This is an optimization exercise on Yosys and OpenROAD, whose aim is small area and few clock cycles, not a production implementation. Where RTL was checked, it was by simulation tests only, not by an equivalence proof against the original. Power is estimated from default activity; no workload was simulated.

==> v1: inputs <==
==> flow/design.v (excerpt) <==
module d_domain (
    input  logic         ui_clk,
    input  logic         rst,
    input  logic         p2d_cmd_valid,
    output logic         p2d_cmd_ready,
    input  logic [31:0]  p2d_cmd,
    input  logic         p2d_data_valid,
    output logic         p2d_data_ready,
    input  logic [255:0] p2d_data,
    input  logic         a2d_cmd_valid,
    output logic         a2d_cmd_ready,
    input  logic [31:0]  a2d_cmd,
    input  logic         calib_done,
    input  logic         app_rdy,
    input  logic         app_wdf_rdy,
    output logic         d2p_cmd_valid,
    input  logic         d2p_cmd_ready,
    output logic [31:0]  d2p_cmd,
    output logic         d2a_cmd_valid,
    input  logic         d2a_cmd_ready,
    output logic [31:0]  d2a_cmd,
    output logic         app_en,
    output logic [2:0]   app_cmd,
    output logic [28:0]  app_addr,
    output logic         app_wdf_wren,
    output logic [255:0] app_wdf_data,
    output logic         app_wdf_end,
    output logic [31:0]  app_wdf_mask,
    output logic [1:0]   cfg_asic_mode,
    output logic [15:0]  cfg_training_epochs,
    output logic [15:0]  cfg_inference_epochs,
    output logic [1:0]   cfg_dataset,
    output logic [15:0]  cfg_timesteps,
    output logic [15:0]  cfg_input_size,
    output logic         cfg_long_streaming,
    output logic         cfg_binary_classifier,
    output logic         cfg_loser_encourage
);
export LEC_CHECK = 0
export CAP_MARGIN = 20
export CORE_AREA = 10 10 310 310
export DIE_AREA = 0 0 320 320
export PLACE_DENSITY = 0.8
export SLEW_MARGIN = 20
create_clock -name core_clock -period 5.0 [get_ports {ui_clk}]
standard.sh (not shown) runs the stock make flow with config.mk's settings and CLKGATE_MAP_FILE= SYNTH_SCRIPT=/design/flow/synth_recipe.tcl, a recipe that flattens the netlist after the stock synthesis.
==> flow/flow/run.sh <==
#!/bin/bash
# Standard ORFS layout (the standard.sh) with these changes:
#  - synthesis is the standard flow's own script, except that abc maps with the
#    area-oriented script flow/abc_area.script instead of ORFS's speed script
#    (registers are mapped before abc, so they are the standard ones);
#  - port buffers use the smallest buffer cell (buf_1);
#  - the clock tree uses clkbuf_4 with small sink clusters and no dummy loads;
#  - constant outputs keep the synthesized tie cells (no tie-per-pin repair).
# Each ORFS step writes its full log under orfs/logs/; make's output goes to
# make_finish.log.
set -euo pipefail
HERE=$(pwd)
{
  echo "proc abc {args} {"
  echo "  set i [lsearch -exact \$args -script]"
  echo "  if {\$i >= 0} { lset args [expr {\$i + 1}] $HERE/flow/abc_area.script }"
  echo "  puts \"abc with script $HERE/flow/abc_area.script\""
  echo "  yosys abc {*}\$args"
  echo "}"
  cat synth_recipe.tcl
} > flow_synth.tcl
bash standard.sh \
  SYNTH_SCRIPT="$HERE/flow_synth.tcl" \
  BUFFER_PORTS_ARGS="-buffer_cell sky130_fd_sc_hd__buf_1" \
  CTS_ARGS="-sink_clustering_enable -repair_clock_nets -dont_use_dummy_load -buf_list sky130_fd_sc_hd__clkbuf_4 -sink_clustering_size 8 -sink_clustering_max_diameter 60" \
  SKIP_REPAIR_TIE_FANOUT=1 \
  finish > make_finish.log 2>&1
==> flow/flow/abc_area.script <==
strash
dc2
balance
rewrite -z
refactor -z
rewrite -z
dch -f
amap
topo
==> v18: changes against v1 <==
PLACE_DENSITY = 0.2   (was 0.8)
==> v36: changes against v1 <==
--- a/flow/design.v
+++ b/flow/design.v
@@ -17,26 +17,26 @@
 `timescale 1ns/1ps
 `default_nettype none
 module cmd_decoder (
     input  logic [14:0] p2d_op,
     input  logic [14:0] a2d_op,
     input  logic        cfg_ready,
-    input  logic        blk,
+    input  logic        blk_win,
     output logic        is_cfg,
     output logic        is_win,
     output logic        is_td,
     output logic        p2d_ready
 );
     always_comb begin
         is_cfg = (p2d_op == 15'd1);
         is_win = (p2d_op == 15'd4);
         is_td  = (a2d_op == 15'd2);
         if (is_cfg) begin
             p2d_ready = cfg_ready;
         end else if (is_win) begin
-            p2d_ready = !blk;
+            p2d_ready = !blk_win;
         end else begin
             p2d_ready = 1'b1;
         end
     end
 endmodule
 `default_nettype wire
@@ -61,23 +61,25 @@
     output logic [15:0] cfg_timesteps,
     output logic [15:0] cfg_input_size,
     output logic        cfg_long_streaming,
     output logic        cfg_binary_classifier,
     output logic        cfg_loser_encourage
 );
+    localparam logic [53:0] CNT_STATES = {6'd59, 6'd61, 6'd62, 6'd31, 6'd15, 6'd7, 6'd3, 6'd1, 6'd0};
+    localparam logic [5:0] CNT_FULL = 6'd45;
     logic [5:0]  cfg_cnt;
     logic        cfg_fire;
     logic [15:0] cfg_d;
     logic [8:0]  cfg_ld;
     always_comb begin
-        seq_full  = (cfg_cnt == 6'd39);
+        seq_full  = (cfg_cnt == CNT_FULL);
         cfg_ready = !d2a_v || d2a_ready;
         cfg_fire  = p2d_valid && is_cfg && cfg_ready;
         cfg_d = p2d_pay[15:0] & {16{!rst}};
         for (int i = 0; i < 9; i++) begin
-            cfg_ld[i] = rst || (cfg_fire && cfg_cnt == 6'(i));
+            cfg_ld[i] = rst || (cfg_fire && cfg_cnt == CNT_STATES[6*i +: 6]);
         end
     end
     always_ff @(posedge ui_clk) begin
         if (rst) begin
             d2a_v <= 1'b0;
         end else if (cfg_ready) begin
@@ -90,13 +92,13 @@
     always_ff @(posedge ui_clk) begin
         if (rst) begin
             cfg_cnt <= '0;
         end else if (td_fire) begin
             cfg_cnt <= '0;
         end else if (cfg_fire && !seq_full) begin
-            cfg_cnt <= cfg_cnt + 1'b1;
+            cfg_cnt <= {cfg_cnt[4:0], !(cfg_cnt[5] ^ cfg_cnt[4])};
         end
         if (cfg_ld[0]) cfg_asic_mode         <= cfg_d[1:0];
         if (cfg_ld[1]) cfg_training_epochs   <= cfg_d;
         if (cfg_ld[2]) cfg_inference_epochs  <= cfg_d;
         if (cfg_ld[3]) cfg_dataset           <= cfg_d[1:0];
         if (cfg_ld[4]) cfg_timesteps         <= cfg_d;
@@ -129,18 +131,21 @@
     localparam logic [10:0] PCNT_1249 = 11'd68;
     logic [10:0] pmod;
     logic [28:3] cur;         
     logic [10:0] pcur;        
     logic        pwrap;
     logic [28:0] addr;
+    logic [28:3] nxt;         
+    logic        match;       
     always_comb begin
         cur      = fresh ? base[28:3] : wa;
         pcur     = fresh ? 11'd0 : pmod;
         pwrap    = (pcur == PCNT_1249);
         addr     = {cur, base[2:0]};
-        done_hit = wen && last_ok && (addr == last);
+        nxt      = cur + 26'(wen);
+        done_hit = wen && last_ok && match;
         prog_hit = wen && pwrap;
         app_addr = wen ? addr : '0;
         pcnt     = wa[16:3] - base[16:3];
     end
     always_ff @(posedge ui_clk) begin
         if (rst) begin
@@ -164,13 +169,14 @@
     always_ff @(posedge ui_clk) begin
         if (rst || win_fire) begin
             fresh <= 1'b1;
         end else if (wen) begin
             fresh <= 1'b0;
         end
-        wa <= cur + 26'(wen);
+        wa    <= nxt;
+        match <= ({nxt, base[2:0]} == last);
         if (wen) begin
             pmod <= pwrap ? 11'd0 : {pcur[9:0], !(pcur[10] ^ pcur[8])};
         end
     end
 endmodule
 `default_nettype wire
@@ -188,12 +194,13 @@
     input  logic [16:0] a2d_pay,
     input  logic        seq_full,
     input  logic        d2p_ready,
     output logic        a2d_ready,
     output logic        td_fire,
     output logic        blk,
+    output logic        blk_win,
     output logic        d2p_v,
     output logic [31:0] d2p_cmd
 );
     logic        hit;
     logic        pend_v;      
     logic        pend_done;   
@@ -204,12 +211,13 @@
     logic        load;
     logic        ev_take;
     logic        done_now;    
     always_comb begin
         hit     = done_hit || prog_hit;
         blk     = pend_v || hit;
+        blk_win = pend_v || prog_hit;
         load    = !d2p_v || d2p_ready;
         rdy_due = calib_done && !rdy_sent;
         ev_take  = load && !rdy_due && pend_v;
         done_now = load && !rdy_due && done_hit;
         td_fire  = a2d_valid && is_td && seq_full && load && !rdy_due && !pend_v && !done_hit;
         a2d_ready = is_td ? (seq_full && load && !rdy_due && !pend_v && !done_hit) : 1'b1;
@@ -295,25 +303,26 @@
 );
     logic        is_cfg, is_win, is_td;
     logic        cfg_ready;
     logic        seq_full;
     logic        td_fire;
     logic        blk;
+    logic        blk_win;
     logic        win_fire;
     logic        wr_fire;
     logic        wen;
     logic        done_hit;
     logic        prog_hit;
     logic [13:0] pcnt;
     logic        d2a_v;
     logic [16:0] d2a_pay;
     cmd_decoder u_dec (
         .p2d_op    (p2d_cmd[14:0]),
         .a2d_op    (a2d_cmd[14:0]),
         .cfg_ready (cfg_ready),
-        .blk       (blk),
+        .blk_win   (blk_win),
         .is_cfg    (is_cfg),
         .is_win    (is_win),
         .is_td     (is_td),
         .p2d_ready (p2d_cmd_ready)
     );
     config_capture u_cfg (
@@ -338,14 +347,14 @@
         .cfg_binary_classifier (cfg_binary_classifier),
         .cfg_loser_encourage   (cfg_loser_encourage)
     );
     always_comb begin
         d2a_cmd_valid  = d2a_v;
         d2a_cmd        = {d2a_pay, 15'd1};
-        win_fire       = p2d_cmd_valid && is_win && !blk;
-        p2d_data_ready = app_rdy && app_wdf_rdy && !blk;
+        win_fire       = p2d_cmd_valid && is_win && !blk_win;
+        p2d_data_ready = app_rdy && app_wdf_rdy && !blk && !(p2d_cmd_valid && is_win);
         wr_fire        = p2d_data_valid && p2d_data_ready && !rst;
     end
     wdata_reg u_wdata (
         .ui_clk (ui_clk),
         .fire   (wr_fire),
         .din    (p2d_data),
@@ -382,11 +391,12 @@
         .a2d_pay    (a2d_cmd[31:15]),
         .seq_full   (seq_full),
         .d2p_ready  (d2p_cmd_ready),
         .a2d_ready  (a2d_cmd_ready),
         .td_fire    (td_fire),
         .blk        (blk),
+        .blk_win    (blk_win),
         .d2p_v      (d2p_cmd_valid),
         .d2p_cmd    (d2p_cmd)
     );
 endmodule
 `default_nettype wire
==> flow/flow/run.sh (replaced) <==
#!/bin/bash
# Standard ORFS layout (the standard.sh) with these changes:
#  - synthesis is the standard flow's own script, except that abc maps with the
#    area-oriented script flow/abc_area.script instead of ORFS's speed script
#    (registers are mapped before abc, so they are the standard ones);
#  - port buffers use the smallest buffer cell (buf_1);
#  - the clock tree uses clkbuf_4 with small sink clusters and no dummy loads;
#  - constant outputs keep the synthesized tie cells (no tie-per-pin repair);
#  - after global routing, cells off the critical paths are sized down (RECOVER_POWER).
# Each ORFS step writes its full log under orfs/logs/; make's output goes to
# make_finish.log.
set -euo pipefail
HERE=$(pwd)
{
  echo "proc abc {args} {"
  echo "  set i [lsearch -exact \$args -script]"
  echo "  if {\$i >= 0} { lset args [expr {\$i + 1}] $HERE/flow/abc_area.script }"
  echo "  puts \"abc with script $HERE/flow/abc_area.script\""
  echo "  yosys abc {*}\$args"
  echo "}"
  cat synth_recipe.tcl
} > flow_synth.tcl
bash standard.sh \
  SYNTH_SCRIPT="$HERE/flow_synth.tcl" \
  BUFFER_PORTS_ARGS="-buffer_cell sky130_fd_sc_hd__buf_1" \
  CTS_ARGS="-sink_clustering_enable -repair_clock_nets -dont_use_dummy_load -buf_list sky130_fd_sc_hd__clkbuf_4 -sink_clustering_size 9 -sink_clustering_max_diameter 60 -sink_clustering_buffer sky130_fd_sc_hd__clkbuf_4" \
  SKIP_REPAIR_TIE_FANOUT=1 \
  RECOVER_POWER=100 \
  finish > make_finish.log 2>&1
PLACE_DENSITY = 0.35   (was 0.8)
==> summary of the runs <==
v18 passed the timing, DRC and antenna checks. v36 finished but fails on capacitance limit, slew limit. v1 completed without violations. The lowest global-route usage belongs to v36, the highest to v18. The highest sequential share of layout area belongs to v36, the lowest to v1. Maximum frequency, lowest first: v18, v1, v36. Setup slack: v1 is lower than v36 (0.15 ns). Cell count: v36 < v18 < v1. Non-clock buffer count: v1 > v18 > v36. Clock power: v18 > v36 > v1. The highest hold slack belongs to v1, the lowest to v36. Power is about the same in v1 and v36.
==> figures <==
	v36	v1	v18
Outcome	finished with violations	finished clean	finished clean
Reasons for failing layout checks	capacitance limit, slew limit	-	-
Post-synthesis cell type count	38	47	47
Comb pwr share	8.2%	8.8%	8.4%
Pin count of the biggest net entering global routing	72	79	64
Drt first-iter violations	677	1238	525
HPWL after detailed placement	65210 um	67600 um	70500 um
Reg2Reg Setup Slack	0.40 ns	0.92 ns	0.69 ns
Non-Filler Cell Area, Final	0.02062 mm^2	0.02107 mm^2	0.02101 mm^2
Syn_area_per_cell	11.36 um^2	11.52 um^2	11.52 um^2
RSZ-0062 raised after global routing	no	-	yes
Clock tree skew after final layout	0.07667 ns	0.1074 ns	0.1029 ns
Clock-pin transition on the worst setup and hold timing paths	0.11 ns	0.09 ns	0.10 ns
Peak per-stage delay on the critical path	0.38 ns	0.37 ns	0.39 ns
Share of the synthesized area in compound gates (AO/OA/AOI/OAI)	8.382%	8.694%	8.694%
Final Critical Period	4.595 ns	4.742 ns	4.755 ns
Total track usage	14.94%	15.06%	16.23%
Multi-input gate share of total cell area	22.49%	22.12%	22.39%
Layout buffer count excluding clock buffers	755	796	787
Number of inserted filler cells in the final layout	9906	9613	9865
Testbench counts of v36, summed over its fixed seeds: cycles 27,041.
Only the layout flow was run in v1 and v18; the RTL was not checked for function there.

-- static timing again, ports no longer ideal --
The flow's constraints put no driver on any port. The routed layouts listed below were extracted and timed again, unchanged, in two steps. Step 1 (the two cells are an assumption about what drives the block):
set clk [get_ports {ui_clk}]
set_driving_cell -lib_cell sky130_fd_sc_hd__clkbuf_16 $clk
set_driving_cell -lib_cell sky130_fd_sc_hd__buf_2 [delete_from_list [all_inputs] $clk]
Step 2 also shifts input and output timing later by t, the mid clock arrival at the registers, as if the neighbouring blocks saw the same clock. Slacks: no drivers / after step 1 / after step 2; pairs: no drivers / after step 1.
run | shift t [ns] | setup WS [ns] | hold slack, ns | cell pins on the clock port's net
v1 | 0.878 | 0.258 / 0.200 / 0.925 | 0.324 / 0.293 / 0.487 | 1
v18 | 0.892 | 0.245 / 0.177 / 0.687 | 0.305 / 0.270 / 0.471 | 1
v36 | 0.891 | 0.405 / 0.405 / -0.194 | 0.304 / 0.279 / 0.488 | 1
The setup slack of v36, which loses most, moves by 0.000 ns with the drivers and by -0.599 ns with both steps.
